Context: an optimization exercise on an open-source flow, tuned for small area, a short achievable clock period and few clock cycles. The choices shown serve that exercise and are no tape-out recipe. RTL that was checked went through simulation tests only; none was proved equivalent to the original. Only the layout flow was run in runs 3 and 4; the RTL was not checked for function there. Power and IR drop assume default switching activity.

===== design/flow/flow/run.sh =====
#!/bin/bash
# The standard layout, except: adders' carry logic starts from the map in
# flow/lcu.v, the port buffers are the smallest buffer cell, and timing
# repair aims for more setup slack.
set -euo pipefail
here=$(pwd)
bash standard.sh "SYNTH_OPERATIONS_ARGS=-extra-map $here/flow/lcu.v" \
   "BUFFER_PORTS_ARGS=-buffer_cell sky130_fd_sc_hd__buf_1" SETUP_SLACK_MARGIN=8 finish > standard.log 2>&1

===== design/flow/flow/lcu.v =====
(* techmap_celltype = "$lcu" *)
module _80_lcu_sklansky (P, G, CI, CO);
	parameter WIDTH = 2;

	(* force_downto *)
	input [WIDTH-1:0] P, G;
	input CI;

	(* force_downto *)
	output [WIDTH-1:0] CO;

	integer i, j;
	(* force_downto *)
	reg [WIDTH-1:0] p, g;

	wire [1023:0] _TECHMAP_DO_ = "proc; opt -fast";

	always @* begin
		p = P;
		g = G;

		// in almost all cases CI will be constant zero
		g[0] = g[0] | (p[0] & CI);

		for (i = 0; i < $clog2(WIDTH); i = i + 1) begin
			// iterate in reverse so we don't confuse a result from this stage and the previous
			for (j = WIDTH - 1; j >= 0; j = j - 1) begin
				if (j & 2**i) begin
					g[j] = g[j] | p[j] & g[(j & ~(2**i - 1)) - 1];
					p[j] = p[j] & p[(j & ~(2**i - 1)) - 1];
				end
			end
		end
	end

	assign CO = g;
endmodule

===== design/flow/standard.sh =====
#!/bin/bash
# synth_recipe.tcl (not shown) runs the flow's synth.tcl, then flattens the netlist and writes it again
# the make line also repeats each setting of config.mk as NAME=value (left out here)
make -C /OpenROAD-flow-scripts/flow DESIGN_CONFIG=/design/flow/config.mk WORK_HOME=/design/flow/orfs CLKGATE_MAP_FILE= SYNTH_SCRIPT=/design/flow/synth_recipe.tcl "${@:-finish}"

===== design/flow/config.mk =====
export PLATFORM = sky130hd
export DESIGN_NAME = chunk_bounds_centroid_reduce
export DESIGN_NICKNAME = chunk_bounds_centroid_reduce
export VERILOG_FILES = /design/flow/design.v
export SDC_FILE = /design/flow/constraint.sdc
export NUM_CORES = 4
export LEC_CHECK = 0
export CAP_MARGIN = 20
export CORE_MARGIN = 2
export CORE_UTILIZATION = 40
export CTS_BUF_LIST = sky130_fd_sc_hd__clkbuf_4 sky130_fd_sc_hd__clkbuf_8
export SLEW_MARGIN = 20
export TNS_END_PERCENT = 5

===== design/flow/constraint.sdc =====
create_clock -name core_clock -period 13.0 [get_ports {clock}]
set_input_delay 2.6000 -clock core_clock [delete_from_list [all_inputs] [get_ports {clock}]]
set_output_delay 2.6000 -clock core_clock [all_outputs]
set_load 0.01 [all_outputs]

===== design/flow/design.v =====
package cbcr_pkg;
   localparam int CHUNK_LEN_DEF = 256;
   localparam int POS_W     = 32;
   localparam int SCALE_W   = 31;
   localparam int BOX_W     = 34;
   localparam int SIZE_W    = 33;
   localparam int CNT_OUT_W = 9;
   localparam int START_W   = 32;
   localparam int AXES      = 3;
   localparam int DIV_BITS  = 2;
   localparam int DIV_CYC   = (POS_W + DIV_BITS - 1) / DIV_BITS;
   localparam int DIV_STEPS = DIV_CYC * DIV_BITS;
   localparam bit READY_THRU = 1'b0;
   localparam int SIZE_BITS = 3;
   localparam int SIZE_CYC  = (SIZE_W + SIZE_BITS - 1) / SIZE_BITS;
endpackage
module cbcr_div #(
   parameter int REM_W = 8,
   parameter int Q_W   = 32,
   parameter int BITS  = 4
) (
   input  logic [REM_W+Q_W-1:0] word_in,
   input  logic [REM_W:0]       divisor,
   output logic [REM_W+Q_W-1:0] word_out
);
   logic [REM_W-1:0] rem;
   logic [Q_W-1:0]   q;
   logic [REM_W:0]   t;
   logic [REM_W+1:0] diff;
   always_comb begin
      rem = word_in[REM_W+Q_W-1:Q_W];
      q   = word_in[Q_W-1:0];
      for (int i = 0; i < BITS; i++) begin
         t    = {rem, q[Q_W-1]};
         diff = {1'b0, t} - {1'b0, divisor};
         if (!diff[REM_W+1]) begin
            rem = diff[REM_W-1:0];
            q   = {q[Q_W-2:0], 1'b1};
         end else begin
            rem = t[REM_W-1:0];
            q   = {q[Q_W-2:0], 1'b0};
         end
      end
      word_out = {rem, q};
   end
endmodule
module cbcr_ctrl #(
   parameter int DIV_CYC = 16,
   parameter bit READY_THRU = 1'b0,
   parameter int SIZE_CYC = 11
) (
   input  logic clock,
   input  logic reset,
   input  logic req_tvalid,
   output logic req_tready,
   output logic rsp_tvalid,
   input  logic rsp_tready,
   input  logic s1_last,      
   input  logic fill_full,    
   output logic fold,         
   output logic div_step,     
   output logic fix,          
   output logic size_step,    
   output logic xfer          
);
   localparam int STEP_W = $clog2(DIV_CYC + 1);
   logic              s1_v_ff;
   logic              div_ff;
   logic              out_ff;
   logic [STEP_W-1:0] step_ff;
   logic              close;
   logic              step_last;
   assign fold       = s1_v_ff;
   assign close      = s1_v_ff && (s1_last || fill_full);
   assign div_step   = div_ff && !step_last;
   assign fix        = div_ff && step_last;
   assign size_step  = div_ff && (step_ff < STEP_W'(SIZE_CYC));
   assign step_last  = (step_ff == STEP_W'(DIV_CYC));
   assign xfer       = out_ff && rsp_tready;
   assign rsp_tvalid = out_ff;
   assign req_tready = out_ff ? (READY_THRU && rsp_tready) : (!div_ff && !close);
   always_ff @(posedge clock) begin
      if (reset) begin
         s1_v_ff <= 1'b0;
         div_ff  <= 1'b0;
         out_ff  <= 1'b0;
         step_ff <= '0;
      end else begin
         s1_v_ff <= req_tvalid && req_tready;
         if (close) div_ff <= 1'b1;
         else if (div_ff && step_last) div_ff <= 1'b0;
         if (div_ff && step_last) out_ff <= 1'b1;
         else if (rsp_tready) out_ff <= 1'b0;
         step_ff <= div_ff ? step_ff + STEP_W'(1) : '0;
      end
   end
endmodule
module cbcr_datapath #(
   parameter int CHUNK_LEN = cbcr_pkg::CHUNK_LEN_DEF,
   parameter int DIV_BITS  = cbcr_pkg::DIV_BITS
) (
   input  logic         clock,
   input  logic         reset,
   input  logic [191:0] req_tdata,
   input  logic         req_tlast,
   input  logic         fold,
   input  logic         div_step,
   input  logic         fix,
   input  logic         size_step,
   input  logic         xfer,
   output logic         s1_last,
   output logic         fill_full,
   output logic [375:0] rsp_tdata
);
   localparam int POS_W   = cbcr_pkg::POS_W;
   localparam int SCALE_W = cbcr_pkg::SCALE_W;
   localparam int BOX_W   = cbcr_pkg::BOX_W;
   localparam int SIZE_W  = cbcr_pkg::SIZE_W;
   localparam int START_W = cbcr_pkg::START_W;
   localparam int AXES    = cbcr_pkg::AXES;
   localparam int CNT_W   = $clog2(CHUNK_LEN + 1);
   localparam int REM_W   = CNT_W - 1;
   localparam int ACC_W   = POS_W + REM_W;
   localparam int STEPS   = cbcr_pkg::DIV_STEPS;
   localparam int SUM_W   = STEPS + REM_W;
   localparam int BND_W   = BOX_W - 1;
   logic [POS_W-1:0]   p_ff [AXES];
   logic [SCALE_W-1:0] r_ff;
   logic               last_ff;
   logic [SCALE_W-1:0] sx, sy, sz, radius;
   logic [SUM_W-1:0]   sum_ff [AXES];
   logic [BND_W-1:0]   lo_ff  [AXES];
   logic [BND_W-1:0]   hi_ff  [AXES];
   logic [SCALE_W-1:0] peak_ff;
   logic [CNT_W-1:0]   fill_ff;
   logic [START_W-1:0] start_ff;
   logic               first;
   logic [SUM_W-1:0]   sum_in [AXES];
   logic [SUM_W-1:0]   div_out [AXES];
   logic [BND_W-1:0]   lo_c   [AXES];
   logic [BND_W-1:0]   hi_c   [AXES];
   logic               lo_take [AXES];
   logic               hi_take [AXES];
   localparam int SB = cbcr_pkg::SIZE_BITS;
   logic [SB-1:0]      size_bits  [AXES];
   logic               borrow_out [AXES];
   logic               borrow_ff  [AXES];
   logic [POS_W-1:0]   center [AXES];
   logic [SIZE_W-1:0]  size   [AXES];
   assign sx = req_tdata[126:96];
   assign sy = req_tdata[157:127];
   assign sz = req_tdata[188:158];
   always_comb begin
      logic xy, xz, yz;
      xy = sx >= sy;
      xz = sx >= sz;
      yz = sy >= sz;
      if (xy && xz)      radius = sx;
      else if (!xy && yz) radius = sy;
      else               radius = sz;
   end
   always_ff @(posedge clock) begin
      for (int k = 0; k < AXES; k++) p_ff[k] <= req_tdata[32*k +: 32];
      r_ff    <= radius;
      last_ff <= req_tlast;
   end
   assign s1_last   = last_ff;
   assign fill_full = (fill_ff == CNT_W'(CHUNK_LEN - 1));
   assign first     = (fill_ff == '0);
   for (genvar g = 0; g < AXES; g++) begin : g_axis
      cbcr_div #(
         .REM_W (REM_W),
         .Q_W   (STEPS),
         .BITS  (DIV_BITS)
      ) u_div (
         .word_in  (sum_ff[g]),
         .divisor  (fill_ff),
         .word_out (div_out[g])
      );
      always_comb begin
         logic [BND_W-1:0] pe, re;
         logic [ACC_W-1:0] acc;
         logic [POS_W-1:0] q;
         logic             up, lsb;
         q   = sum_ff[g][POS_W-1:0];
         up  = fix && !q[POS_W-1] && (sum_ff[g][SUM_W-1:STEPS] != '0);
         {acc, lsb} = {(first ? ACC_W'(0) : sum_ff[g][ACC_W-1:0]), up}
                    + {ACC_W'({~p_ff[g][POS_W-1], p_ff[g][POS_W-2:0]} & {POS_W{fold}}), up};
         sum_in[g] = SUM_W'(acc);
         pe   = BND_W'($signed(p_ff[g]));
         re   = BND_W'(r_ff);
         lo_c[g] = pe - re;
         hi_c[g] = pe + re;
         lo_take[g] = first || $signed(lo_c[g]) < $signed(lo_ff[g]);
         hi_take[g] = first || $signed(hi_c[g]) > $signed(hi_ff[g]);
      end
      always_comb begin
         logic [SB:0] d;
         d = {1'b0, hi_ff[g][SB-1:0]} - {1'b0, lo_ff[g][SB-1:0]} - (SB+1)'(borrow_ff[g]);
         size_bits[g]  = d[SB-1:0];
         borrow_out[g] = d[SB];
      end
      always_ff @(posedge clock) begin
         if (fold || fix) begin
            sum_ff[g] <= sum_in[g];
         end else if (div_step) begin
            sum_ff[g] <= div_out[g];
         end
         if (size_step) begin
            lo_ff[g] <= {lo_ff[g][SB-1:0], lo_ff[g][BND_W-1:SB]};
            hi_ff[g] <= {size_bits[g], hi_ff[g][BND_W-1:SB]};
         end else if (fold) begin
            if (lo_take[g]) lo_ff[g] <= lo_c[g];
            if (hi_take[g]) hi_ff[g] <= hi_c[g];
         end
         borrow_ff[g] <= size_step && borrow_out[g];
      end
      always_comb begin
         center[g] = {~sum_ff[g][POS_W-1], sum_ff[g][POS_W-2:0]};
         size[g]   = SIZE_W'(hi_ff[g]);
      end
   end
   always_ff @(posedge clock) begin
      if (fold) peak_ff <= (first || r_ff > peak_ff) ? r_ff : peak_ff;
   end
   always_ff @(posedge clock) begin
      if (reset) begin
         fill_ff  <= '0;
         start_ff <= '0;
      end else if (xfer) begin
         fill_ff  <= '0;
         start_ff <= start_ff + START_W'(fill_ff);
      end else if (fold) begin
         fill_ff  <= fill_ff + CNT_W'(1);
      end
   end
   assign rsp_tdata = {7'b0000000,
                       size[2], size[1], size[0],
                       lo_ff[2][BND_W-1], lo_ff[2], lo_ff[1][BND_W-1], lo_ff[1],
                       lo_ff[0][BND_W-1], lo_ff[0],
                       peak_ff,
                       center[2], center[1], center[0],
                       fill_ff, start_ff};
endmodule
module chunk_bounds_centroid_reduce #(
   parameter int CHUNK_LEN = cbcr_pkg::CHUNK_LEN_DEF
) (
   input  logic         clock,
   input  logic         reset,
   input  logic         req_tvalid,
   output logic         req_tready,
   input  logic [191:0] req_tdata,
   input  logic         req_tlast,
   output logic         rsp_tvalid,
   input  logic         rsp_tready,
   output logic [375:0] rsp_tdata
);
   localparam int DIV_CYC = cbcr_pkg::DIV_CYC;
   logic s1_last, fill_full, fold, div_step, fix, size_step, xfer;
   cbcr_ctrl #(
      .DIV_CYC    (DIV_CYC),
      .READY_THRU (cbcr_pkg::READY_THRU),
      .SIZE_CYC   (cbcr_pkg::SIZE_CYC)
   ) u_ctrl (
      .clock      (clock),
      .reset      (reset),
      .req_tvalid (req_tvalid),
      .req_tready (req_tready),
      .rsp_tvalid (rsp_tvalid),
      .rsp_tready (rsp_tready),
      .s1_last    (s1_last),
      .fill_full  (fill_full),
      .fold       (fold),
      .div_step   (div_step),
      .fix        (fix),
      .size_step  (size_step),
      .xfer       (xfer)
   );
   cbcr_datapath #(
      .CHUNK_LEN (CHUNK_LEN),
      .DIV_BITS  (cbcr_pkg::DIV_BITS)
   ) u_datapath (
      .clock     (clock),
      .reset     (reset),
      .req_tdata (req_tdata),
      .req_tlast (req_tlast),
      .fold      (fold),
      .div_step  (div_step),
      .fix       (fix),
      .size_step (size_step),
      .xfer      (xfer),
      .s1_last   (s1_last),
      .fill_full (fill_full),
      .rsp_tdata (rsp_tdata)
   );
endmodule

==> impl_metrics.xml, run 1 <==
<?xml version="1.0" encoding="UTF-8"?>
<metrics>
  <group name="run_status">
    <metric name="outcome" unit="">finished clean</metric>
  </group>
  <group name="worst_hold_path">
    <metric name="worst_hold_path_type" unit="">register to register</metric>
    <metric name="worst_hold_path.num_cells" unit="">1</metric>
  </group>
  <group name="yosys">
    <metric name="count_of_unique_library_cells_instantiated_by_yosys" unit="">89</metric>
    <metric name="synth_edf_count" unit="">349</metric>
    <metric name="share_of_flip_flops_with_an_asynchronous_set_or_reset_after_synthesis" unit="%">0</metric>
    <metric name="netlist.area_leader.share" unit="%">23.8</metric>
    <metric name="synth_area" unit="sq um">44100</metric>
    <metric name="synth_area_leaders" unit="">sky130_fd_sc_hd__edfxtp_1 (24%), sky130_fd_sc_hd__ha_1 (19%), sky130_fd_sc_hd__dfxtp_1 (8.2%), sky130_fd_sc_hd__inv_1 (4.3%), sky130_fd_sc_hd__a21oi_1 (4.1%)</metric>
    <metric name="postSynthRegisterBits" unit="">529</metric>
    <metric name="ys.flop_type" unit="">sky130_fd_sc_hd__edfxtp_1</metric>
    <metric name="synth.most_common_cell" unit="">sky130_fd_sc_hd__ha_1</metric>
    <metric name="syn-mean-instance-area" unit="sq um">9.21</metric>
    <metric name="syn_inst" unit="">4788</metric>
    <metric name="cell_taking_the_most_area_after_synthesis" unit="">sky130_fd_sc_hd__edfxtp_1</metric>
    <metric name="most_instantiated_cells_after_synthesis" unit="">sky130_fd_sc_hd__ha_1 (654), sky130_fd_sc_hd__inv_1 (509), sky130_fd_sc_hd__a21oi_1 (365), sky130_fd_sc_hd__edfxtp_1 (349), sky130_fd_sc_hd__nor2_1 (343)</metric>
    <metric name="yosysWarnings" unit="">32</metric>
    <metric name="ys_seq_area_share" unit="%">31.9</metric>
  </group>
  <group name="worst_setup_path">
    <metric name="critical_path_arrival" unit="ns">6.20</metric>
    <metric name="rr_worst_depth" unit="">39</metric>
    <metric name="worst_setup_sp_type" unit="">register</metric>
    <metric name="max_stage_delay" unit="ns">0.36</metric>
    <metric name="cp_max_fo" unit="">3</metric>
    <metric name="cp.required" unit="ns">13.71</metric>
    <metric name="worst-setup-path-type" unit="">register to register</metric>
    <metric name="critical-path-top-cell-by-count" unit="">sky130_fd_sc_hd__buf_4</metric>
    <metric name="timing.critical_path.to_type" unit="">register</metric>
    <metric name="critPathSlowestCell" unit="">sky130_fd_sc_hd__dfxtp_2</metric>
  </group>
  <group name="pwr">
    <metric name="netSwitchingFraction" unit="%">42.2</metric>
    <metric name="clockPowerShare" unit="%">20.8</metric>
    <metric name="power_frac_comb" unit="%">51.0</metric>
    <metric name="total_switching_power" unit="mW">3.71</metric>
    <metric name="power.leakage" unit="nW">23.1</metric>
    <metric name="intPower" unit="mW">5.07</metric>
    <metric name="ir_drop" unit="mV">0.0982</metric>
    <metric name="power_density" unit="nW/um^2">168</metric>
    <metric name="design_power_total" unit="mW">8.78</metric>
    <metric name="sequentialPowerShare" unit="%">28.2</metric>
  </group>
  <group name="timing">
    <metric name="timing.slew.headroom" unit="%">24.9</metric>
    <metric name="fin_crit_sh" unit="%">42.3</metric>
    <metric name="maxClockFrequency" unit="MHz">182</metric>
    <metric name="final-setup-viol-count" unit="">0</metric>
    <metric name="slew_at_the_pin_with_the_worst_max_slew_slack" unit="ns">1.13</metric>
    <metric name="min_period" unit="ns">5.50</metric>
    <metric name="final-hold-violation-count" unit="">0</metric>
    <metric name="final_max_tran_viols" unit="">0</metric>
    <metric name="tns" unit="ns">0</metric>
    <metric name="setup_skew_after_layout" unit="ns">0.0681</metric>
    <metric name="grt_setup_unrepaired" unit="">true</metric>
  </group>
  <group name="final_layout">
    <metric name="postLayoutCoreUtil" unit="%">47.8</metric>
    <metric name="final_cells" unit="">6961</metric>
    <metric name="area_growth_from_synthesis_to_final_layout" unit="%">18.3</metric>
    <metric name="sequential_cell_area" unit="sq um">14100</metric>
    <metric name="multi_input_area" unit="sq um">28300</metric>
    <metric name="fillerInstances" unit="">10500</metric>
    <metric name="final_nets" unit="">6321</metric>
    <metric name="layout-drive-gt1-share" unit="%">12.4</metric>
  </group>
  <group name="flow_run">
    <metric name="drv_cap" unit="">0</metric>
  </group>
  <group name="clocking">
    <metric name="number_of_cts_inserted_buffers" unit="">100</metric>
    <metric name="cts_root_buffer" unit="">sky130_fd_sc_hd__clkbuf_8</metric>
    <metric name="maximum_buffer_depth_of_the_clock_tree" unit="">3</metric>
    <metric name="tritoncts_num_sinks" unit="">529</metric>
    <metric name="cts_tree" unit="">built</metric>
    <metric name="clkLatencyLatePin" unit="ns">0.81</metric>
    <metric name="path_clk_slew" unit="ns">0.06</metric>
    <metric name="cts-htree-levels" unit="">3</metric>
  </group>
  <group name="detailed_routing">
    <metric name="detail_route.first_pass.iterations" unit="">6</metric>
    <metric name="routed_wire_length_per_instance" unit="microns">22.3</metric>
    <metric name="detail_route.vias_per_cell" unit="">5.34</metric>
    <metric name="dr_total_vias" unit="">37200</metric>
    <metric name="totalWireLength" unit="mm">155</metric>
    <metric name="drtAntennaViolNets" unit="">0</metric>
    <metric name="drc_errors" unit="">0</metric>
    <metric name="drt-initial-drc-count" unit="">2964</metric>
  </group>
  <group name="place">
    <metric name="place_congestion" unit="">0.962</metric>
    <metric name="total_half_perimeter_wirelength_after_legalization_and_detailed_placement" unit="mm">120</metric>
    <metric name="number_of_cells_in_the_design_after_placement" unit="">6617</metric>
    <metric name="port_buffers" unit="">564</metric>
  </group>
  <group name="die">
    <metric name="floorplan.die_area" unit="sq um">113000</metric>
    <metric name="placeableCoreArea" unit="sq um">109000</metric>
    <metric name="pin_count" unit="">575</metric>
    <metric name="std_cell_rows" unit="">121</metric>
    <metric name="horizontal_extent_of_the_die" unit="microns">336</metric>
    <metric name="initial_core_utilization" unit="%">40.4</metric>
    <metric name="die_h" unit="microns">336</metric>
  </group>
  <group name="grt">
    <metric name="pin_count_of_the_biggest_net_entering_global_routing" unit="">215</metric>
    <metric name="first_global_vias" unit="">35000</metric>
    <metric name="grt_pass1_wl" unit="mm">222</metric>
    <metric name="grt_antenna_before_repair" unit="">25</metric>
    <metric name="global_route.overflow_total" unit="">0</metric>
    <metric name="grtUsageTotal" unit="%">26.4</metric>
  </group>
</metrics>
## power by group through the flow
stage / clock network, mW / logic (mW) / registers [mW]
detailed placement: 0 / 4.03 / 2.51
global route: 1.93 / 4.96 / 2.51
finish: 1.83 / 4.48 / 2.48
floorplan: 0 / 2.89 / 2.45
CTS: 1.86 / 4.31 / 2.47
global placement: 0 / 3.94 / 2.50
## cell type report
class / instances / share of cell area [%]
multi-input combinational: 3508 / 54.3
sequential: 529 / 27.0
timing repair buffer: 736 / 7.05
inverter: 510 / 3.76
clock buffer: 157 / 3.68
tap: 1476 / 3.54
clock inverter: 31 / 0.544
antenna: 14 / 0.0671
## cells in the final DEF, fill, tap and decap left out, types with 15 or more instances in the layout
cell type	Yosys	layout
sky130_fd_sc_hd__xnor2_1	174	164
sky130_fd_sc_hd__nor4_1	30	24
sky130_fd_sc_hd__o21bai_1	41	38
sky130_fd_sc_hd__nand2b_1	51	50
sky130_fd_sc_hd__buf_4	104	139
sky130_fd_sc_hd__ha_1	654	615
sky130_fd_sc_hd__clkinvlp_4	0	15
sky130_fd_sc_hd__o21ai_1	12	23
sky130_fd_sc_hd__nor2_1	343	338
sky130_fd_sc_hd__mux2_2	46	46
sky130_fd_sc_hd__nand2_8	0	16
sky130_fd_sc_hd__ha_4	0	30
sky130_fd_sc_hd__a21oi_1	365	340
sky130_fd_sc_hd__nand3_1	43	43
sky130_fd_sc_hd__nor3_1	48	46
sky130_fd_sc_hd__a21oi_2	4	26
sky130_fd_sc_hd__and3_1	19	17
sky130_fd_sc_hd__mux2i_1	111	111
sky130_fd_sc_hd__inv_1	509	493
sky130_fd_sc_hd__nand2_1	333	320
sky130_fd_sc_hd__clkbuf_4	0	38
sky130_fd_sc_hd__nand4_1	73	73
sky130_fd_sc_hd__dfxtp_1	180	166
sky130_fd_sc_hd__xor2_1	102	94
sky130_fd_sc_hd__o31ai_1	31	27
sky130_fd_sc_hd__o211ai_1	27	27
sky130_fd_sc_hd__fa_1	85	71
sky130_fd_sc_hd__buf_1	16	563
sky130_fd_sc_hd__nor2b_1	57	57
sky130_fd_sc_hd__o21ai_0	258	232
sky130_fd_sc_hd__a21o_1	125	125
sky130_fd_sc_hd__clkbuf_8	0	120
sky130_fd_sc_hd__and2_1	181	181
sky130_fd_sc_hd__edfxtp_1	349	349
sky130_fd_sc_hd__o21a_1	54	53
sky130_fd_sc_hd__a211oi_1	23	19
sky130_fd_sc_hd__buf_6	2	15
sky130_fd_sc_hd__a31oi_1	20	17
## through the flow
| step | setup slack, ns | instance area [sq um] | hold slack [ns] |
|---|---|---|---|
| final | 7.50 | 52200 | 0.458 |
| after global routing | 7.29 | 52200 | 0.470 |
| after CTS | 7.63 | 51400 | 0.458 |
| after detailed placement | 6.30 | 47200 | 0.444 |
| after global placement | 6.48 | 47200 | 0.432 |
| after floorplan | 7.91 | 44200 | 0.417 |
## worst max-delay path, delay by kind of cell, from the launching register on
kind            cells  cell delay (ns)
fa+ha+maj           2             0.36
simple gates        3             0.54
flops               1             0.36
buf+inv            32             3.97
compound gates      2             0.19
## per-layer routing
| layer | track usage, % | wire [microns] | vias up | share of wire (%) |
|---|---|---|---|---|
| met5 | 0 | 13 | - | 0.0084 |
| met4 | 10.7 | 7080 | 2 | 4.6 |
| met3 | 4.77 | 11900 | 279 | 7.6 |
| met2 | 41.7 | 69900 | 1304 | 45 |
| met1 | 35.5 | 66200 | 17800 | 43 |
| li1 | - | - | 17800 | - |
## registers in the layout, indices dropped and copies added, names as in the netlist
register,flops
u_datapath.borrow_ff,3
u_datapath.lo_ff,99
u_ctrl.out_ff,1
u_datapath.hi_ff,99
u_ctrl.div_ff,1
u_datapath.sum_ff,120
u_ctrl.step_ff,5
u_datapath.r_ff,31
u_datapath.peak_ff,31
u_datapath.start_ff,32
u_ctrl.s1_v_ff,1
u_datapath.p_ff,96
u_datapath.fill_ff,9
u_datapath.last_ff,1
## logic make-up after synthesis
| logic type | count (synthesis) | share of synthesized area, % |
|---|---|---|
| compound gates | 1069 | 15.2 |
| xor+xnor | 277 | 5.52 |
| fa+ha+maj | 739 | 22.4 |
| buf+inv | 775 | 7.54 |
| flops | 529 | 31.9 |
| mux | 158 | 3.72 |
| other cells | 1 | 0.00850 |
| simple gates | 1240 | 13.7 |
## path summary, 6_finish.rpt
kind                                       startpoint                 to  slack [ns]
worst max-delay path            u_datapath.fill_ff[1]      u_ctrl.div_ff        7.50
worst min-delay path                u_ctrl.step_ff[0]  u_ctrl.step_ff[0]        0.46
worst max register to register  u_datapath.fill_ff[1]      u_ctrl.div_ff        7.50
worst min register to register      u_ctrl.step_ff[0]  u_ctrl.step_ff[0]        0.46
## repair_timing
action,4_1_cts,5_1_grt
hold buffers,0,0
setup endpoints to repair,285,274
setup buffers,93,30
pin swaps,104,61
cloned,17,1
resized for setup,229,83
Testbench counts, summed over its fixed seeds: cycles 79,926.
==> run 2, diff against run 1 <==
--- a/design/flow/flow/run.sh
+++ b/design/flow/flow/run.sh
@@ -5,4 +5,4 @@
 set -euo pipefail
 here=$(pwd)
 bash standard.sh "SYNTH_OPERATIONS_ARGS=-extra-map $here/flow/lcu.v" \
-   "BUFFER_PORTS_ARGS=-buffer_cell sky130_fd_sc_hd__buf_1" SETUP_SLACK_MARGIN=8 finish > standard.log 2>&1
+   "BUFFER_PORTS_ARGS=-buffer_cell sky130_fd_sc_hd__buf_1" SETUP_SLACK_MARGIN=8.5 finish > standard.log 2>&1
==> run 2 against run 1 <==
Compared with the run above: register-to-register slack lost 0.02 ns; sequential power is essentially flat; flip-flop and latch count is the same; area after synthesis is the same; critical path type unchanged; critical endpoint is now u_datapath.lo_ff[0][25]; largest cell class unchanged.
==> impl_metrics.xml, run 2 <==
<?xml version="1.0" encoding="UTF-8"?>
<metrics>
  <group name="run_status">
    <metric name="outcome" unit="">finished clean</metric>
  </group>
  <group name="timing">
    <metric name="grt_setup_unrepaired" unit="">true</metric>
    <metric name="min_period" unit="ns">5.52</metric>
    <metric name="tns" unit="ns">0</metric>
    <metric name="slew_at_the_pin_with_the_worst_max_slew_slack" unit="ns">1.25</metric>
    <metric name="final_max_tran_viols" unit="">0</metric>
    <metric name="final-hold-violation-count" unit="">0</metric>
    <metric name="final-setup-viol-count" unit="">0</metric>
    <metric name="maxClockFrequency" unit="MHz">181</metric>
    <metric name="setup_skew_after_layout" unit="ns">0.0283</metric>
    <metric name="timing.slew.headroom" unit="%">16.5</metric>
    <metric name="fin_hold_ws" unit="ns">0.449</metric>
    <metric name="fin_crit_sh" unit="%">42.5</metric>
    <metric name="postLayoutSetupSlackWorst" unit="ns">7.48</metric>
  </group>
  <group name="place">
    <metric name="port_buffers" unit="">564</metric>
    <metric name="placed_cell_area" unit="sq um">47300</metric>
    <metric name="setup_slack_placement" unit="ns">6.76</metric>
    <metric name="place_congestion" unit="">0.925</metric>
    <metric name="total_half_perimeter_wirelength_after_legalization_and_detailed_placement" unit="mm">121</metric>
    <metric name="number_of_cells_in_the_design_after_placement" unit="">6615</metric>
  </group>
  <group name="yosys">
    <metric name="postSynthRegisterBits" unit="">529</metric>
    <metric name="synthSimpleGateAreaFrac" unit="%">13.7</metric>
    <metric name="synth_edf_count" unit="">349</metric>
    <metric name="synth_area_leaders" unit="">sky130_fd_sc_hd__edfxtp_1 (24%), sky130_fd_sc_hd__ha_1 (19%), sky130_fd_sc_hd__dfxtp_1 (8.2%), sky130_fd_sc_hd__inv_1 (4.3%), sky130_fd_sc_hd__a21oi_1 (4.1%)</metric>
    <metric name="syn_inst" unit="">4788</metric>
    <metric name="main_combinational_cell_family_by_area_after_synthesis" unit="">adder cells</metric>
    <metric name="netlist.area_leader.share" unit="%">23.8</metric>
    <metric name="share_of_flip_flops_with_an_asynchronous_set_or_reset_after_synthesis" unit="%">0</metric>
    <metric name="synth.most_common_cell" unit="">sky130_fd_sc_hd__ha_1</metric>
    <metric name="cell_taking_the_most_area_after_synthesis" unit="">sky130_fd_sc_hd__edfxtp_1</metric>
    <metric name="synth.mux.area_fraction" unit="%">3.72</metric>
    <metric name="count_of_unique_library_cells_instantiated_by_yosys" unit="">89</metric>
    <metric name="synth_adder_area_share" unit="%">22.4</metric>
    <metric name="yosysWarnings" unit="">32</metric>
    <metric name="ys_seq_area_share" unit="%">31.9</metric>
    <metric name="most_instantiated_cells_after_synthesis" unit="">sky130_fd_sc_hd__ha_1 (654), sky130_fd_sc_hd__inv_1 (509), sky130_fd_sc_hd__a21oi_1 (365), sky130_fd_sc_hd__edfxtp_1 (349), sky130_fd_sc_hd__nor2_1 (343)</metric>
    <metric name="ys.flop_type" unit="">sky130_fd_sc_hd__edfxtp_1</metric>
    <metric name="synth_area" unit="sq um">44100</metric>
    <metric name="post_synthesis_compound_gate_area_fraction" unit="%">15.2</metric>
    <metric name="syn-mean-instance-area" unit="sq um">9.21</metric>
    <metric name="post_synth_xor_area_fraction" unit="%">5.52</metric>
  </group>
  <group name="final_layout">
    <metric name="layout-drive-gt1-share" unit="%">12.1</metric>
    <metric name="final_common_cell" unit="">sky130_fd_sc_hd__ha_1</metric>
    <metric name="fillerInstances" unit="">10600</metric>
    <metric name="postLayoutCoreUtil" unit="%">47.7</metric>
    <metric name="final_nets" unit="">6298</metric>
    <metric name="multi_input_area" unit="sq um">28500</metric>
    <metric name="sequential_cell_area" unit="sq um">14100</metric>
    <metric name="layout.cell_area.non_filler" unit="sq um">52100</metric>
    <metric name="area_growth_from_synthesis_to_final_layout" unit="%">18.1</metric>
    <metric name="final_cell_mix" unit="">sky130_fd_sc_hd__ha_1 (619), sky130_fd_sc_hd__buf_1 (563), sky130_fd_sc_hd__inv_1 (491)</metric>
    <metric name="largest_register_ffs" unit="">120</metric>
    <metric name="final_cells" unit="">6933</metric>
    <metric name="max_flop_register" unit="">u_datapath.sum_ff</metric>
    <metric name="largest_registers" unit="">u_datapath.sum_ff (120), u_datapath.hi_ff (99), u_datapath.lo_ff (99)</metric>
  </group>
  <group name="detailed_routing">
    <metric name="detail_route.first_pass.iterations" unit="">6</metric>
    <metric name="detail_route.vias_per_cell" unit="">5.36</metric>
    <metric name="drt-initial-drc-count" unit="">2761</metric>
    <metric name="dr_total_vias" unit="">37200</metric>
    <metric name="totalWireLength" unit="mm">155</metric>
    <metric name="drtAntennaViolNets" unit="">0</metric>
    <metric name="drc_errors" unit="">0</metric>
    <metric name="routed_wire_length_per_instance" unit="microns">22.4</metric>
  </group>
  <group name="clocking">
    <metric name="cts_tree" unit="">built</metric>
    <metric name="cts-htree-levels" unit="">3</metric>
    <metric name="tritoncts_num_sinks" unit="">529</metric>
    <metric name="cts_root_buffer" unit="">sky130_fd_sc_hd__clkbuf_8</metric>
    <metric name="maximum_buffer_depth_of_the_clock_tree" unit="">3</metric>
    <metric name="number_of_cts_inserted_buffers" unit="">100</metric>
    <metric name="path_clk_slew" unit="ns">0.06</metric>
    <metric name="holdBufCountCts" unit="">0</metric>
    <metric name="clkLatencyLatePin" unit="ns">0.79</metric>
  </group>
  <group name="die">
    <metric name="die_h" unit="microns">336</metric>
    <metric name="initial_core_utilization" unit="%">40.4</metric>
    <metric name="std_cell_rows" unit="">121</metric>
    <metric name="pin_count" unit="">575</metric>
    <metric name="floorplan.die_area" unit="sq um">113000</metric>
    <metric name="horizontal_extent_of_the_die" unit="microns">336</metric>
    <metric name="placeableCoreArea" unit="sq um">109000</metric>
  </group>
  <group name="worst_setup_path">
    <metric name="critPathLaunch" unit="">u_datapath.r_ff[0]</metric>
    <metric name="critPathSlowestCell" unit="">sky130_fd_sc_hd__dfxtp_4</metric>
    <metric name="timing.critical_path.to_type" unit="">register</metric>
    <metric name="cp.required" unit="ns">13.47</metric>
    <metric name="critical_path_arrival" unit="ns">5.99</metric>
    <metric name="worst_r2r_startpoint" unit="">u_datapath.r_ff[0]</metric>
    <metric name="max_stage_delay" unit="ns">0.44</metric>
    <metric name="rrSetupSlack" unit="ns">7.48</metric>
    <metric name="rr_worst_depth" unit="">26</metric>
    <metric name="worst-setup-path-type" unit="">register to register</metric>
    <metric name="worst_setup_sp_type" unit="">register</metric>
    <metric name="timing.rr.end" unit="">u_datapath.lo_ff[0][25]</metric>
    <metric name="cp_max_fo" unit="">8</metric>
    <metric name="critical-path-top-cell-by-count" unit="">sky130_fd_sc_hd__a21o_1</metric>
  </group>
  <group name="pwr">
    <metric name="power.leakage" unit="nW">23.0</metric>
    <metric name="design_power_total" unit="mW">8.78</metric>
    <metric name="ir_drop" unit="mV">0.135</metric>
    <metric name="power_density" unit="nW/um^2">169</metric>
  </group>
  <group name="worst_hold_path">
    <metric name="worst_hold_path_type" unit="">register to register</metric>
    <metric name="worst_hold_path.num_cells" unit="">1</metric>
    <metric name="timing.hold.worst.start" unit="">u_ctrl.step_ff[0]</metric>
    <metric name="worstHoldEndpoint" unit="">u_ctrl.step_ff[0]</metric>
  </group>
  <group name="grt">
    <metric name="grt_pass1_wl" unit="mm">225</metric>
    <metric name="grtUsageTotal" unit="%">26.6</metric>
    <metric name="pin_count_of_the_biggest_net_entering_global_routing" unit="">176</metric>
    <metric name="global_route.overflow_total" unit="">0</metric>
    <metric name="first_global_vias" unit="">35200</metric>
    <metric name="grt_antenna_before_repair" unit="">19</metric>
  </group>
  <group name="flow_run">
    <metric name="drv_cap" unit="">0</metric>
  </group>
</metrics>
-- run 2: cell counts after synthesis --
No cell type changed its count.
-- run 2: logic make-up (layout without fill, tap and decap cells) --
kind of cell | count (synthesis) | count (layout)
AND/OR/NAND/NOR | 1240 | 1261
AO/OA/AOI/OAI | 1069 | 1069
buffers and inverters | 775 | 1402
adder cells (fa/ha/maj) | 739 | 739
flip-flops | 529 | 529
XOR/XNOR | 277 | 277
multiplexers | 158 | 158
other | 1 | 22
-- run 2: layer usage --
| layer | vias to the layer above | GRT usage [%] | wire (microns) | share of wire [%] |
|---|---|---|---|---|
| met1 | 17900 | 36.4 | 67800 | 44 |
| met2 | 1267 | 41.9 | 69600 | 45 |
| met3 | 270 | 4.90 | 11800 | 7.6 |
| met4 | 0 | 9.79 | 6300 | 4.1 |
| met5 | - | 0 | 0 | 0 |
| li1 | 17800 | - | - | - |
-- run 2: critical path: cells and delay by family, from the launching register on --
family / cells / cell delay [ns]
DFF: 1 / 0.44
AOI/OAI and AO/OA: 13 / 2.27
buffers and inverters: 2 / 0.20
xor gates and xnor gates: 1 / 0.17
and+or+nand+nor: 5 / 0.60
adders and majority gates: 5 / 1.53
-- run 2: worst max path at each step --
| stage | to | cells after the start |
|---|---|---|
| 2_1_floorplan | u_datapath.hi_ff[0][0] | 27 |
| 3_3_place_gp | u_datapath.sum_ff[2][32] | 19 |
| 3_5_place_dp | u_datapath.sum_ff[2][32] | 19 |
| 4_1_cts | u_datapath.hi_ff[0][17] | 28 |
| 5_1_grt | u_datapath.hi_ff[0][26] | 26 |
| 6_report | u_datapath.lo_ff[0][25] | 26 |
-- run 2: report_power, final --
group / internal (mW) / total [mW] / switching [mW]
Combinational: 1.87 / 4.49 / 2.63
Clock: 1.01 / 1.80 / 0.799
Sequential: 2.21 / 2.49 / 0.278
-- run 2: final cells by class --
type / count / area share (%)
Multi-Input combinational cell: 3511 / 54.6
Sequential cell: 529 / 27.1
Timing Repair Buffer: 710 / 6.73
Inverter: 510 / 3.77
Tap cell: 1476 / 3.55
Clock buffer: 144 / 3.43
Clock inverter: 38 / 0.704
Antenna cell: 15 / 0.0721
-- run 2: repair_timing --
item                                   CTS  global route
gates resized for setup                165           130
setup endpoints to repair              337           294
buffers inserted                        51            45
pin swaps                               44            96
gates cloned                            21             4
endpoints found under the hold margin    0             0
==> run 3, diff against run 2 <==
--- a/design/flow/design.v
+++ b/design/flow/design.v
@@ -134,6 +134,7 @@
    logic [SCALE_W-1:0] peak_ff;
    logic [CNT_W-1:0]   fill_ff;
    logic [START_W-1:0] start_ff;
+   logic               full_ff;       
    logic               first;
    logic [SUM_W-1:0]   sum_in [AXES];
    logic [SUM_W-1:0]   div_out [AXES];
@@ -151,13 +152,14 @@
    assign sy = req_tdata[157:127];
    assign sz = req_tdata[188:158];
    always_comb begin
-      logic xy, xz, yz;
+      logic xy, xz, yz, tx, ty, tz;
       xy = sx >= sy;
       xz = sx >= sz;
       yz = sy >= sz;
-      if (xy && xz)      radius = sx;
-      else if (!xy && yz) radius = sy;
-      else               radius = sz;
+      tx = xy && xz;
+      ty = !xy && yz;
+      tz = !tx && !ty;
+      radius = (sx & {SCALE_W{tx}}) | (sy & {SCALE_W{ty}}) | (sz & {SCALE_W{tz}});
    end
    always_ff @(posedge clock) begin
       for (int k = 0; k < AXES; k++) p_ff[k] <= req_tdata[32*k +: 32];
@@ -165,7 +167,7 @@
       last_ff <= req_tlast;
    end
    assign s1_last   = last_ff;
-   assign fill_full = (fill_ff == CNT_W'(CHUNK_LEN - 1));
+   assign fill_full = full_ff;
    assign first     = (fill_ff == '0);
    for (genvar g = 0; g < AXES; g++) begin : g_axis
       cbcr_div #(
@@ -226,12 +228,15 @@
    always_ff @(posedge clock) begin
       if (reset) begin
          fill_ff  <= '0;
+         full_ff  <= 1'b0;
          start_ff <= '0;
       end else if (xfer) begin
          fill_ff  <= '0;
+         full_ff  <= 1'b0;
          start_ff <= start_ff + START_W'(fill_ff);
       end else if (fold) begin
          fill_ff  <= fill_ff + CNT_W'(1);
+         full_ff  <= (fill_ff == CNT_W'(CHUNK_LEN - 2));
       end
    end
    assign rsp_tdata = {7'b0000000,
--- a/design/flow/flow/run.sh
+++ b/design/flow/flow/run.sh
@@ -5,4 +5,4 @@
 set -euo pipefail
 here=$(pwd)
 bash standard.sh "SYNTH_OPERATIONS_ARGS=-extra-map $here/flow/lcu.v" \
-   "BUFFER_PORTS_ARGS=-buffer_cell sky130_fd_sc_hd__buf_1" SETUP_SLACK_MARGIN=8.5 finish > standard.log 2>&1
+   "BUFFER_PORTS_ARGS=-buffer_cell sky130_fd_sc_hd__buf_1" SETUP_SLACK_MARGIN=8 finish > standard.log 2>&1
--- a/design/flow/config.mk
+++ b/design/flow/config.mk
@@ -8,6 +8,5 @@
 export CAP_MARGIN = 20
 export CORE_MARGIN = 2
 export CORE_UTILIZATION = 40
-export CTS_BUF_LIST = sky130_fd_sc_hd__clkbuf_4 sky130_fd_sc_hd__clkbuf_8
 export SLEW_MARGIN = 20
 export TNS_END_PERCENT = 5
==> run 3 against run 2 <==
Compared with the run above: fmax down 6.1%; still clean; largest cell class unchanged; power up 0.83%; wire length decreased by 1.7%; first-iteration DRC count grew 8.9%; core utilization decreased by 0.74 points; highest routed layer is now met5; clock skew grew 0.0054 ns; largest power group unchanged.
==> impl_metrics.xml, run 3 <==
<?xml version="1.0" encoding="UTF-8"?>
<metrics>
  <group name="detailed_routing">
    <metric name="detail_route.first_pass.iterations" unit="">6</metric>
    <metric name="dr_total_vias" unit="">36500</metric>
    <metric name="drtAntennaViolNets" unit="">0</metric>
    <metric name="detail_route.vias_per_cell" unit="">5.46</metric>
    <metric name="totalWireLength" unit="mm">153</metric>
    <metric name="drt-initial-drc-count" unit="">3007</metric>
    <metric name="drc_errors" unit="">0</metric>
    <metric name="routed_wire_length_per_instance" unit="microns">22.9</metric>
  </group>
  <group name="pwr">
    <metric name="clockPowerShare" unit="%">21.8</metric>
    <metric name="power_density" unit="nW/um^2">176</metric>
    <metric name="netSwitchingFraction" unit="%">42.0</metric>
    <metric name="ir_drop" unit="mV">0.112</metric>
    <metric name="total_switching_power" unit="mW">3.72</metric>
    <metric name="intPower" unit="mW">5.13</metric>
    <metric name="sequentialPowerShare" unit="%">28.0</metric>
    <metric name="power.leakage" unit="nW">22.1</metric>
    <metric name="power_frac_comb" unit="%">50.2</metric>
    <metric name="design_power_total" unit="mW">8.86</metric>
  </group>
  <group name="worst_setup_path">
    <metric name="worst-setup-path-type" unit="">register to register</metric>
    <metric name="cp.required" unit="ns">13.34</metric>
    <metric name="max_stage_delay" unit="ns">0.40</metric>
    <metric name="rr_worst_depth" unit="">28</metric>
    <metric name="cp_max_fo" unit="">8</metric>
    <metric name="worst_r2r_startpoint" unit="">u_datapath.r_ff[3]</metric>
    <metric name="rrSetupSlack" unit="ns">7.12</metric>
    <metric name="timing.critical_path.to_type" unit="">register</metric>
    <metric name="critPathSlowestCell" unit="">sky130_fd_sc_hd__o311a_4</metric>
    <metric name="timing.rr.end" unit="">u_datapath.hi_ff[2][2]</metric>
    <metric name="critical_path_arrival" unit="ns">6.22</metric>
    <metric name="worst_setup_sp_type" unit="">register</metric>
  </group>
  <group name="timing">
    <metric name="final_max_tran_viols" unit="">0</metric>
    <metric name="min_period" unit="ns">5.88</metric>
    <metric name="maxClockFrequency" unit="MHz">170</metric>
    <metric name="tns" unit="ns">0</metric>
    <metric name="postLayoutSetupSlackWorst" unit="ns">7.12</metric>
    <metric name="timing.slew.headroom" unit="%">15.6</metric>
    <metric name="final-hold-violation-count" unit="">0</metric>
    <metric name="grt_setup_unrepaired" unit="">true</metric>
    <metric name="final-setup-viol-count" unit="">0</metric>
    <metric name="fin_crit_sh" unit="%">45.2</metric>
    <metric name="setup_skew_after_layout" unit="ns">0.0337</metric>
    <metric name="slew_at_the_pin_with_the_worst_max_slew_slack" unit="ns">1.27</metric>
  </group>
  <group name="yosys">
    <metric name="syn-mean-instance-area" unit="sq um">9.19</metric>
    <metric name="synth_edf_count" unit="">349</metric>
    <metric name="cell_taking_the_most_area_after_synthesis" unit="">sky130_fd_sc_hd__edfxtp_1</metric>
    <metric name="yosysWarnings" unit="">32</metric>
    <metric name="ys.flop_type" unit="">sky130_fd_sc_hd__edfxtp_1</metric>
    <metric name="ys_seq_area_share" unit="%">32.5</metric>
    <metric name="most_instantiated_cells_after_synthesis" unit="">sky130_fd_sc_hd__ha_1 (654), sky130_fd_sc_hd__inv_1 (495), sky130_fd_sc_hd__a21oi_1 (360), sky130_fd_sc_hd__edfxtp_1 (349), sky130_fd_sc_hd__nor2_1 (342)</metric>
    <metric name="share_of_flip_flops_with_an_asynchronous_set_or_reset_after_synthesis" unit="%">0</metric>
    <metric name="syn_inst" unit="">4714</metric>
    <metric name="synth.most_common_cell" unit="">sky130_fd_sc_hd__ha_1</metric>
    <metric name="netlist.area_leader.share" unit="%">24.2</metric>
    <metric name="count_of_unique_library_cells_instantiated_by_yosys" unit="">86</metric>
    <metric name="postSynthRegisterBits" unit="">530</metric>
    <metric name="synth_area_leaders" unit="">sky130_fd_sc_hd__edfxtp_1 (24%), sky130_fd_sc_hd__ha_1 (19%), sky130_fd_sc_hd__dfxtp_1 (8.4%), sky130_fd_sc_hd__inv_1 (4.3%), sky130_fd_sc_hd__a21oi_1 (4.2%)</metric>
    <metric name="synth_area" unit="sq um">43300</metric>
  </group>
  <group name="die">
    <metric name="die_h" unit="microns">333</metric>
    <metric name="std_cell_rows" unit="">120</metric>
    <metric name="horizontal_extent_of_the_die" unit="microns">333</metric>
    <metric name="floorplan.die_area" unit="sq um">111000</metric>
    <metric name="initial_core_utilization" unit="%">40.4</metric>
    <metric name="pin_count" unit="">575</metric>
    <metric name="placeableCoreArea" unit="sq um">107000</metric>
  </group>
  <group name="clocking">
    <metric name="cts_root_buffer" unit="">sky130_fd_sc_hd__clkbuf_16</metric>
    <metric name="cts_tree" unit="">built</metric>
    <metric name="holdBufCountCts" unit="">0</metric>
    <metric name="cts-htree-levels" unit="">3</metric>
    <metric name="clkLatencyLatePin" unit="ns">0.65</metric>
    <metric name="number_of_cts_inserted_buffers" unit="">67</metric>
    <metric name="tritoncts_num_sinks" unit="">530</metric>
    <metric name="path_clk_slew" unit="ns">0.06</metric>
    <metric name="maximum_buffer_depth_of_the_clock_tree" unit="">3</metric>
  </group>
  <group name="worst_hold_path">
    <metric name="worst_hold_path.num_cells" unit="">1</metric>
    <metric name="worstHoldEndpoint" unit="">u_ctrl.step_ff[0]</metric>
    <metric name="worst_hold_path_type" unit="">register to register</metric>
    <metric name="timing.hold.worst.start" unit="">u_ctrl.step_ff[0]</metric>
  </group>
  <group name="grt">
    <metric name="first_global_vias" unit="">34700</metric>
    <metric name="grt_antenna_before_repair" unit="">15</metric>
    <metric name="global_route.overflow_total" unit="">0</metric>
    <metric name="grtUsageTotal" unit="%">26.8</metric>
    <metric name="grt_pass1_wl" unit="mm">223</metric>
    <metric name="pin_count_of_the_biggest_net_entering_global_routing" unit="">176</metric>
  </group>
  <group name="final_layout">
    <metric name="area_growth_from_synthesis_to_final_layout" unit="%">16.2</metric>
    <metric name="final_cell_mix" unit="">sky130_fd_sc_hd__ha_1 (626), sky130_fd_sc_hd__buf_1 (563), sky130_fd_sc_hd__inv_1 (479)</metric>
    <metric name="largest_registers" unit="">u_datapath.sum_ff (120), u_datapath.hi_ff (99), u_datapath.lo_ff (99)</metric>
    <metric name="max_flop_register" unit="">u_datapath.sum_ff</metric>
    <metric name="final_cells" unit="">6681</metric>
    <metric name="layout.cell_area.non_filler" unit="sq um">50400</metric>
    <metric name="final_nets" unit="">6149</metric>
    <metric name="layout-drive-gt1-share" unit="%">8.69</metric>
    <metric name="fillerInstances" unit="">10400</metric>
    <metric name="largest_register_ffs" unit="">120</metric>
    <metric name="final_common_cell" unit="">sky130_fd_sc_hd__ha_1</metric>
  </group>
  <group name="place">
    <metric name="placed_cell_area" unit="sq um">46400</metric>
    <metric name="total_half_perimeter_wirelength_after_legalization_and_detailed_placement" unit="mm">121</metric>
    <metric name="place_congestion" unit="">0.944</metric>
    <metric name="setup_slack_placement" unit="ns">6.24</metric>
    <metric name="port_buffers" unit="">564</metric>
    <metric name="number_of_cells_in_the_design_after_placement" unit="">6479</metric>
  </group>
  <group name="flow_run">
    <metric name="drv_cap" unit="">0</metric>
  </group>
  <group name="run_status">
    <metric name="outcome" unit="">finished clean</metric>
  </group>
</metrics>
run 3: cell count changes after synthesis, sizes merged, moves of 12 or more:
cell / delta
a22oi: +34
o21ai: -12
mux2i: -96
inv: -14
o31ai: +36
run 3: power groups by stage:
stage	clock network, mW	registers (mW)	logic [mW]
after floorplan	0	2.48	2.90
after global placement	0	2.50	4.04
after detailed placement	0	2.51	4.12
after CTS	1.96	2.48	4.30
after global routing	2.02	2.51	4.92
final	1.93	2.48	4.45
run 3: metal layers:
layer  part of all wire, %  wire [microns]  GRT usage, %
met3                   8.5           12900          5.69
met2                    43           65800          40.6
met1                    44           67000          37.1
met5                 0.017              26             0
met4                   4.5            6950          11.0
run 3: how the worst max path moves through the flow:
stage,start,cells past startpoint,end
2_1_floorplan,u_datapath.r_ff[0],28,u_datapath.hi_ff[2][0]
3_3_place_gp,u_datapath.r_ff[8],25,u_datapath.lo_ff[0][8]
3_5_place_dp,u_datapath.p_ff[1][0],23,u_datapath.hi_ff[1][14]
4_1_cts,u_datapath.r_ff[3],28,u_datapath.hi_ff[2][26]
5_1_grt,u_datapath.p_ff[2][0],29,u_datapath.hi_ff[2][0]
6_report,u_datapath.r_ff[3],28,u_datapath.hi_ff[2][2]
run 3: cell families (layout without fill, tap and decap cells):
group	Yosys count	in the layout	share of synthesized area, %
buffers and inverters	755	1286	7.45
DFF	530	530	32.5
xor gates and xnor gates	277	277	5.60
muxes	61	61	1.54
and+or+nand+nor	1229	1246	13.8
adders and majority gates	739	739	22.8
other	1	17	0.00865
AOI/OAI and AO/OA	1122	1122	16.3
run 3: layout make-up:
class | count | area (sq um) | area share (%)
multi-input cells | 3452 | 27300 | 54.3
flip-flops and latches | 530 | 14100 | 28.0
repair buffers | 665 | 2960 | 5.89
inverters | 497 | 1920 | 3.81
clock buffers | 83 | 1900 | 3.78
well taps | 1403 | 1760 | 3.49
clock inverters | 41 | 335 | 0.666
diodes | 10 | 25.0 | 0.0497
run 3: through the flow:
step / hold slack [ns] / util, %
after detailed placement: 0.439 / 43.3
final: 0.447 / 47.0
after CTS: 0.455 / 46.5
after global placement: 0.431 / 43.3
after global routing: 0.478 / 47.0
after floorplan: 0.417 / -
run 3: timing repair:
action | 4_1_cts | 5_1_grt
buffers inserted | 40 | 11
endpoints found under the hold margin | 0 | 0
cloned | 14 | 3
endpoints found under the setup margin | 302 | 293
resized for setup | 136 | 67
pin swaps | 34 | 49
run 3: worst max-delay path, delay by kind of cell, from the launching register on:
family	cells	cell delay, ns
fa+ha+maj	4	1.18
compound gates	14	2.71
flops	1	0.30
simple gates	6	0.57
xor+xnor	1	0.24
buf+inv	3	0.54
==> run 4, diff against run 3 <==
--- a/design/flow/config.mk
+++ b/design/flow/config.mk
@@ -7,6 +7,7 @@
 export LEC_CHECK = 0
 export CAP_MARGIN = 20
 export CORE_MARGIN = 2
-export CORE_UTILIZATION = 40
+export CORE_UTILIZATION = 60
+export PLACE_DENSITY = 0.8
 export SLEW_MARGIN = 20
 export TNS_END_PERCENT = 5
==> run 4 against run 3 <==
Compared with the run above: global-route usage grew 10 points; core utilization grew 22 points; via count grew 3.0%; synthesized cell count is the same; cell area shrank 2.6%; wire length shrank 6.5%; fmax grew 0.91%; first-iteration DRC count grew 38%; non-clock buffer count shrank 35; largest cell class unchanged; critical path type unchanged; combinational power shrank 2%; flip-flop and latch count is the same; critical endpoint is now u_datapath.lo_ff[2][10].
==> impl_metrics.xml, run 4 <==
<?xml version="1.0" encoding="UTF-8"?>
<metrics>
  <group name="run_status">
    <metric name="outcome" unit="">finished clean</metric>
  </group>
  <group name="clocking">
    <metric name="cts_root_buffer" unit="">sky130_fd_sc_hd__clkbuf_16</metric>
    <metric name="number_of_cts_inserted_buffers" unit="">60</metric>
    <metric name="cts-htree-levels" unit="">2</metric>
    <metric name="clkLatencyLatePin" unit="ns">0.66</metric>
    <metric name="tritoncts_num_sinks" unit="">530</metric>
    <metric name="maximum_buffer_depth_of_the_clock_tree" unit="">3</metric>
    <metric name="path_clk_slew" unit="ns">0.06</metric>
    <metric name="holdBufCountCts" unit="">0</metric>
    <metric name="cts_tree" unit="">built</metric>
  </group>
  <group name="yosys">
    <metric name="syn-mean-instance-area" unit="sq um">9.19</metric>
    <metric name="ys_seq_area_share" unit="%">32.5</metric>
    <metric name="share_of_flip_flops_with_an_asynchronous_set_or_reset_after_synthesis" unit="%">0</metric>
    <metric name="postSynthRegisterBits" unit="">530</metric>
    <metric name="synth.most_common_cell" unit="">sky130_fd_sc_hd__ha_1</metric>
    <metric name="cell_taking_the_most_area_after_synthesis" unit="">sky130_fd_sc_hd__edfxtp_1</metric>
    <metric name="most_instantiated_cells_after_synthesis" unit="">sky130_fd_sc_hd__ha_1 (654), sky130_fd_sc_hd__inv_1 (495), sky130_fd_sc_hd__a21oi_1 (360), sky130_fd_sc_hd__edfxtp_1 (349), sky130_fd_sc_hd__nor2_1 (342)</metric>
    <metric name="synth_area_leaders" unit="">sky130_fd_sc_hd__edfxtp_1 (24%), sky130_fd_sc_hd__ha_1 (19%), sky130_fd_sc_hd__dfxtp_1 (8.4%), sky130_fd_sc_hd__inv_1 (4.3%), sky130_fd_sc_hd__a21oi_1 (4.2%)</metric>
    <metric name="count_of_unique_library_cells_instantiated_by_yosys" unit="">86</metric>
    <metric name="netlist.area_leader.share" unit="%">24.2</metric>
    <metric name="synth_area" unit="sq um">43300</metric>
    <metric name="synth_edf_count" unit="">349</metric>
    <metric name="ys.flop_type" unit="">sky130_fd_sc_hd__edfxtp_1</metric>
    <metric name="yosysWarnings" unit="">32</metric>
    <metric name="syn_inst" unit="">4714</metric>
  </group>
  <group name="grt">
    <metric name="grt_antenna_before_repair" unit="">18</metric>
    <metric name="grt_pass1_wl" unit="mm">209</metric>
    <metric name="global_route.overflow_total" unit="">0</metric>
    <metric name="pin_count_of_the_biggest_net_entering_global_routing" unit="">114</metric>
    <metric name="first_global_vias" unit="">35300</metric>
    <metric name="grtUsageTotal" unit="%">37.0</metric>
  </group>
  <group name="worst_hold_path">
    <metric name="worst_hold_path.num_cells" unit="">1</metric>
    <metric name="worst_hold_path_type" unit="">register to register</metric>
    <metric name="timing.hold.worst.start" unit="">u_ctrl.step_ff[0]</metric>
    <metric name="worstHoldEndpoint" unit="">u_ctrl.step_ff[0]</metric>
  </group>
  <group name="final_layout">
    <metric name="postLayoutCoreUtil" unit="%">68.6</metric>
    <metric name="final_nets" unit="">6106</metric>
    <metric name="area_growth_from_synthesis_to_final_layout" unit="%">13.2</metric>
    <metric name="final_common_cell" unit="">sky130_fd_sc_hd__ha_1</metric>
    <metric name="max_flop_register" unit="">u_datapath.sum_ff</metric>
    <metric name="final_cell_mix" unit="">sky130_fd_sc_hd__ha_1 (639), sky130_fd_sc_hd__buf_1 (563), sky130_fd_sc_hd__inv_1 (485)</metric>
    <metric name="final_cells" unit="">6187</metric>
    <metric name="largest_registers" unit="">u_datapath.sum_ff (120), u_datapath.hi_ff (99), u_datapath.lo_ff (99)</metric>
    <metric name="layout-drive-gt1-share" unit="%">7.10</metric>
    <metric name="largest_register_ffs" unit="">120</metric>
  </group>
  <group name="flow_run">
    <metric name="drv_cap" unit="">0</metric>
  </group>
  <group name="pwr">
    <metric name="sequentialPowerShare" unit="%">28.9</metric>
    <metric name="netSwitchingFraction" unit="%">41.9</metric>
    <metric name="power_density" unit="nW/um^2">177</metric>
    <metric name="design_power_total" unit="mW">8.70</metric>
    <metric name="intPower" unit="mW">5.06</metric>
    <metric name="power.leakage" unit="nW">21.8</metric>
    <metric name="power_frac_comb" unit="%">50.1</metric>
    <metric name="ir_drop" unit="mV">0.136</metric>
    <metric name="clockPowerShare" unit="%">21.1</metric>
    <metric name="total_switching_power" unit="mW">3.65</metric>
  </group>
  <group name="timing">
    <metric name="setup_skew_after_layout" unit="ns">0.0357</metric>
    <metric name="final-setup-viol-count" unit="">0</metric>
    <metric name="grt_setup_unrepaired" unit="">true</metric>
    <metric name="fin_crit_sh" unit="%">44.8</metric>
    <metric name="slew_at_the_pin_with_the_worst_max_slew_slack" unit="ns">1.31</metric>
    <metric name="min_period" unit="ns">5.82</metric>
    <metric name="tns" unit="ns">0</metric>
    <metric name="final-hold-violation-count" unit="">0</metric>
    <metric name="maxClockFrequency" unit="MHz">172</metric>
    <metric name="final_max_tran_viols" unit="">0</metric>
    <metric name="timing.slew.headroom" unit="%">12.6</metric>
  </group>
  <group name="detailed_routing">
    <metric name="detail_route.vias_per_cell" unit="">6.08</metric>
    <metric name="totalWireLength" unit="mm">143</metric>
    <metric name="routed_wire_length_per_instance" unit="microns">23.1</metric>
    <metric name="detail_route.first_pass.iterations" unit="">8</metric>
    <metric name="drc_errors" unit="">0</metric>
    <metric name="drtAntennaViolNets" unit="">0</metric>
    <metric name="dr_total_vias" unit="">37600</metric>
    <metric name="drt-initial-drc-count" unit="">4151</metric>
  </group>
  <group name="die">
    <metric name="placeableCoreArea" unit="sq um">71500</metric>
    <metric name="std_cell_rows" unit="">98</metric>
    <metric name="floorplan.die_area" unit="sq um">74400</metric>
    <metric name="initial_core_utilization" unit="%">60.6</metric>
    <metric name="pin_count" unit="">575</metric>
    <metric name="horizontal_extent_of_the_die" unit="microns">273</metric>
    <metric name="die_h" unit="microns">273</metric>
  </group>
  <group name="worst_setup_path">
    <metric name="path_buf_inv" unit="">2</metric>
    <metric name="worst_setup_sp_type" unit="">register</metric>
    <metric name="critical_path.cell_chain" unit="">buf_6 &gt; clkinvlp_4 &gt; ha_1 &gt; or4_1 &gt; o2111ai_1 &gt; or2_2 &gt; o21a_1 &gt; fa_1 &gt; xnor2_2 &gt; ha_1 &gt; a21oi_1 &gt; nor2b_1 &gt; o21ai_0 &gt; nand2b_1 &gt; a21oi_1 &gt; nor2b_1 &gt; o21ai_0 &gt; nand2b_1 &gt; a221oi_2 &gt; o31ai_1 &gt; fa_1 &gt; nand2_1 &gt; nand2_4 &gt; nand2_8</metric>
    <metric name="rr_worst_depth" unit="">24</metric>
    <metric name="timing.rr.end" unit="">u_datapath.lo_ff[2][10]</metric>
    <metric name="cp.required" unit="ns">13.35</metric>
    <metric name="worst-setup-path-type" unit="">register to register</metric>
    <metric name="critPathSlowestCell" unit="">sky130_fd_sc_hd__ha_1</metric>
    <metric name="max_stage_delay" unit="ns">0.47</metric>
    <metric name="critical_path_arrival" unit="ns">6.18</metric>
    <metric name="timing.critical_path.to_type" unit="">register</metric>
    <metric name="cp_max_fo" unit="">6</metric>
    <metric name="worst_r2r_startpoint" unit="">u_datapath.r_ff[5]</metric>
    <metric name="worst_path_dominant_cell_family" unit="">adder cells</metric>
    <metric name="rrSetupSlack" unit="ns">7.18</metric>
  </group>
  <group name="place">
    <metric name="port_buffers" unit="">564</metric>
    <metric name="place_congestion" unit="">1.01</metric>
    <metric name="total_half_perimeter_wirelength_after_legalization_and_detailed_placement" unit="mm">112</metric>
    <metric name="number_of_cells_in_the_design_after_placement" unit="">6018</metric>
  </group>
</metrics>
## run 4: through the flow
step	area [sq um]	hold slack (ns)	setup slack (ns)
after floorplan	43500	0.417	7.71
after global placement	45800	0.430	6.25
after detailed placement	45800	0.436	6.18
after CTS	48500	0.451	7.32
after global routing	49000	0.493	7.00
final	49000	0.455	7.18
## run 4: power by group through the flow
| stage | clock network (mW) | logic, mW | registers [mW] |
|---|---|---|---|
| 6_report | 1.83 | 4.36 | 2.51 |
| 5_1_grt | 1.90 | 4.77 | 2.53 |
| 4_1_cts | 1.83 | 4.18 | 2.50 |
| 3_5_place_dp | 0 | 4.06 | 2.53 |
| 3_3_place_gp | 0 | 3.90 | 2.52 |
| 2_1_floorplan | 0 | 2.90 | 2.48 |
## run 4: logic make-up (layout without fill, tap and decap cells)
| group | count (synthesis) | after routing | synth area share, % |
|---|---|---|---|
| AOI/OAI and AO/OA | 1122 | 1122 | 16.3 |
| xor gates and xnor gates | 277 | 277 | 5.60 |
| muxes | 61 | 61 | 1.54 |
| other | 1 | 22 | 0.00865 |
| and+or+nand+nor | 1229 | 1245 | 13.8 |
| buffers and inverters | 755 | 1241 | 7.45 |
| adders and majority gates | 739 | 739 | 22.8 |
| DFF | 530 | 530 | 32.5 |
## run 4: how the worst max path moves through the flow
stage | start | endpoint | slack (ns) | cells after the start
2_1_floorplan | u_datapath.r_ff[0] | u_datapath.hi_ff[2][0] | 7.71 | 28
3_3_place_gp | u_datapath.r_ff[4] | u_datapath.lo_ff[1][11] | 6.25 | 24
3_5_place_dp | u_datapath.r_ff[4] | u_datapath.lo_ff[1][14] | 6.18 | 24
4_1_cts | u_datapath.r_ff[2] | u_datapath.hi_ff[2][4] | 7.32 | 28
5_1_grt | u_datapath.r_ff[5] | u_datapath.hi_ff[2][7] | 7.00 | 21
6_report | u_datapath.r_ff[5] | u_datapath.lo_ff[2][10] | 7.18 | 24
## run 4: area by class of cell
class                      count  area, sq um
clock inverter                35          337
timing repair buffer         630         2640
multi-input combinational   3451        27000
antenna                       15         37.5
sequential                   530        14100
inverter                     497         1900
tap                          950         1190
clock buffer                  79         1790
fill                        5602        22400
## run 4: what timing repair did
action                     4_1_cts  5_1_grt
gates cloned                    12        4
buffers inserted                16        8
resized for setup               83       62
setup endpoints to repair      277      287
pin swaps                       16       28
## run 4: worst register-to-register path, cell delays in order (launching register included)
cell	delay, ns
sky130_fd_sc_hd__dfxtp_1	0.33
sky130_fd_sc_hd__buf_6	0.16
sky130_fd_sc_hd__clkinvlp_4	0.20
sky130_fd_sc_hd__ha_1	0.47
sky130_fd_sc_hd__or4_1	0.17
sky130_fd_sc_hd__o2111ai_1	0.21
sky130_fd_sc_hd__or2_2	0.36
sky130_fd_sc_hd__o21a_1	0.22
sky130_fd_sc_hd__fa_1	0.42
sky130_fd_sc_hd__xnor2_2	0.32
sky130_fd_sc_hd__ha_1	0.33
sky130_fd_sc_hd__a21oi_1	0.17
sky130_fd_sc_hd__nor2b_1	0.07
sky130_fd_sc_hd__o21ai_0	0.18
sky130_fd_sc_hd__nand2b_1	0.08
sky130_fd_sc_hd__a21oi_1	0.19
sky130_fd_sc_hd__nor2b_1	0.08
sky130_fd_sc_hd__o21ai_0	0.19
sky130_fd_sc_hd__nand2b_1	0.11
sky130_fd_sc_hd__a221oi_2	0.28
sky130_fd_sc_hd__o31ai_1	0.14
sky130_fd_sc_hd__fa_1	0.39
sky130_fd_sc_hd__nand2_1	0.11
sky130_fd_sc_hd__nand2_4	0.18
sky130_fd_sc_hd__nand2_8	0.20
## run 4: metal layers
layer / track usage, % / vias up / share of wire, %
met5: 0 / - / 0.023
met4: 18.2 / 4 / 5.9
met3: 7.61 / 362 / 11
met2: 56.5 / 2036 / 43
met1: 50.0 / 17900 / 40
li1: - / 17400 / -

re-timing with driven ports:
How much do the figures lean on ideal ports? The routed layouts below were timed once more, with nothing changed but the port constraints. Step 1 assumes that a clkbuf_16 drives the clock port and a buf_2 every other input. Step 2 also shifts input and output timing later by t, the mid clock arrival at the registers, as if the neighbouring blocks saw the same clock. Slacks: ideal ports / drivers / drivers and shift; pairs: ideal ports / drivers.
run	t (ns)	setup WS [ns]	cell pins on the clock port's net
run 1	0.841	7.503 / 7.503 / 6.811	1
run 2	0.843	7.479 / 7.479 / 7.015	1
run 3	0.706	7.122 / 7.122 / 6.760	1
run 4	0.702	7.175 / 7.175 / 6.722	1
After both steps setup and hold are still met in every run listed. The setup slack of run 1, which loses most, moves by 0.000 ns with the drivers and by -0.692 ns with both steps.
